Context: an optimization exercise on an open-source flow, tuned for small area and few clock cycles per item. The choices shown serve that exercise and are no tape-out recipe. Only simulation tests tie the RTL to the original design; equivalence was not proved.

==> inputs of run X <==
// rgb_to_hsi_convert
module rgb_to_hsi_convert #(
  parameter int unsigned HUE_FRAC_BITS = rhc_pkg::HUE_FRAC_DEF
) (
  input  logic        clk,
  input  logic        rst_n,
  input  logic        in_tvalid,
  output logic        in_tready,
  input  logic [23:0] in_tdata,    
  output logic        out_tvalid,
  input  logic        out_tready,
  output logic [47:0] out_tdata    
);
==> flow/config.mk <==
export PLATFORM = sky130hd
export DESIGN_NAME = rgb_to_hsi_convert
export DESIGN_NICKNAME = rgb_to_hsi_convert
export VERILOG_FILES = /design/flow/design.v
export SDC_FILE = /design/flow/constraint.sdc
export NUM_CORES = 4
export LEC_CHECK = 0
export ABC_AREA = 1
export CAP_MARGIN = 20
export CORE_MARGIN = 2
export CORE_UTILIZATION = 40
export SLEW_MARGIN = 20
==> flow/constraint.sdc <==
create_clock -name core_clock -period 12.5 [get_ports {clk}]
set_input_delay 2.5000 -clock core_clock [delete_from_list [all_inputs] [get_ports {clk}]]
set_output_delay 2.5000 -clock core_clock [all_outputs]
set_load 0.01 [all_outputs]
run.sh (not shown) runs the stock make flow with config.mk's settings and CLKGATE_MAP_FILE= SYNTH_SCRIPT=/design/flow/synth_recipe.tcl, a recipe that flattens the netlist after the stock synthesis.
==> inputs of run E, as changes to run X <==
- CAP_MARGIN: 20 -> 10
- CORE_UTILIZATION: 40 -> 70
- CTS_BUF_LIST: not set -> sky130_fd_sc_hd__clkbuf_8
- SLEW_MARGIN: 20 -> 10
==> inputs of run D, as changes to run X <==
- CORE_UTILIZATION: 40 -> 55
==> summary of the runs <==
Die area, lowest first: run E, run D, run X. Worst hold slack, lowest first: run E, run X, run D. First-iteration DRC count, highest first: run E, run X, run D. The highest routed wire length belongs to run D, the lowest to run E.
==> figures <==
metric                                                                    run X         run D         run E
Fraction of layout instances using a drive strength above 1              0.0638        0.0636        0.0588
Run status                                             timing/DRC/antenna clean  timing/DRC/antenna clean  timing/DRC/antenna clean
Count of buffers not belonging to the clock network in the layout           202           206           163
Detailed route wirelength on metal2                                     54.5 mm       56.9 mm       54.1 mm
Cell count after placement                                                 7685          7248          6971
Worst flop-to-flop path startpoint                                 cx_x_3729_q3  cu_x_3907_q3  cu_x_3907_q3
Mean routed wirelength per cell                                         14.3 um       15.3 um       15.3 um
Testbench counts of run X, summed over its fixed seeds: cycles 16,032, items 16,000.
Testbench counts of run E, summed over its fixed seeds: cycles 16,032, items 16,000.
Testbench counts of run D, summed over its fixed seeds: cycles 16,032, items 16,000.

==> inputs of trial 8 <==
rgb_to_hsi_convert again, from the RTL that the note above started with.
clock: 12.5 ns
lec_check: 0
abc_area: 1
cap_margin: 0
core_margin: 2
core_utilization: 70
cts_buf_list: sky130_fd_sc_hd__clkbuf_8
slew_margin: 0
==> inputs of trial 52, as changes to trial 8 <==
CAP_MARGIN = 20   (was 0)
CORE_UTILIZATION = 55   (was 70)
SLEW_MARGIN = 20   (was 0)
==> inputs of build 77, as changes to trial 8 <==
CAP_MARGIN = 20   (was 0)
CORE_UTILIZATION = 80   (was 70)
SLEW_MARGIN = 20   (was 0)
==> reports/summary.txt <==
status: timing/DRC/antenna clean
Setup WS pre-CTS: -0.111 ns
WP buf/inv: 9
post-cts sizing count: 10
Placed Cells: 6971
CP max FO: 5
area of the core: 71200 um^2
most frequent cells in the layout: 1128 x inv_1, 958 x nand2_1, 737 x ha_1
1st-iter DRT viols: 1899
gr usage total: 29.4%
[end of results for trial 8]
==> reports/summary.txt <==
status: timing/DRC/antenna clean
GR peak layer: met2
Setup WS pre-CTS: 0.0163 ns
area of the core: 90100 um^2
Placed Cells: 7248
most frequent cells in the layout: 1131 x inv_1, 958 x nand2_1, 737 x ha_1
Routed WL: 113 mm
WP buf/inv: 7
gr usage total: 24.9%
1st-iter DRT viols: 1643
post-cts sizing count: 4
Inverters, non-clock: 1131
grt total ovfl: 0
CP max FO: 6
[end of results for trial 52]
==> reports/summary.txt <==
CP max FO: 8
WP buf/inv: 10
Placed Cells: 6853
most frequent cells in the layout: 1121 x inv_1, 950 x nand2_1, 734 x ha_1
post-cts sizing count: 21
fin worst setup slack: -2.11 ns
Failed Checks: negative setup slack
gr usage total: 36.0%
area of the core: 61800 um^2
CP Capture Point: ce_x_4825_q4
Setup WS pre-CTS: -0.358 ns
post-CTS setup buffer count: 8
setup violators final: 24
status: failed layout checks
[end of results for build 77]
Testbench counts of trial 8, summed over its fixed seeds: cycles 16,032, items 16,000.
Testbench counts of trial 52, summed over its fixed seeds: cycles 16,032, items 16,000.
Testbench counts of build 77, summed over its fixed seeds: cycles 16,032, items 16,000.

[afterwards: timing with drivers on the ports]
How much do the figures lean on ideal ports? The routed layouts below were timed once more, with nothing changed but the port constraints.
Step 1 assumes that a clkbuf_16 drives the clock port and a buf_2 every other input.
Step 2 adds t to the input delays and takes it off the output delays; t is the mean of the earliest and latest rising clock arrival at the registers after step 1. Input paths then give back, and output paths get back, about the clock's delay inside the block.
Slacks: no drivers / after step 1 / after step 2; pairs: no drivers / after step 1.
| run | t (ns) | setup WS [ns] | latest minus earliest clock arrival (ns) |
|---|---|---|---|
| run X | 0.677 | 0.647 / 0.571 / 0.103 | 0.022 / 0.022 |
| run E | 0.752 | 0.514 / 0.445 / 0.202 | 0.051 / 0.052 |
| run D | 0.663 | 0.684 / 0.620 / 0.097 | 0.024 / 0.024 |
| trial 8 | 0.752 | 0.514 / 0.445 / 0.202 | 0.051 / 0.052 |
| trial 52 | 0.744 | 0.587 / 0.587 / 0.002 | 0.046 / 0.047 |
| build 77 | 0.736 | -2.107 / -2.107 / -2.107 | 0.053 / 0.053 |
The setup slack of run D, which loses most, moves by -0.064 ns with the drivers and by -0.587 ns with both steps.
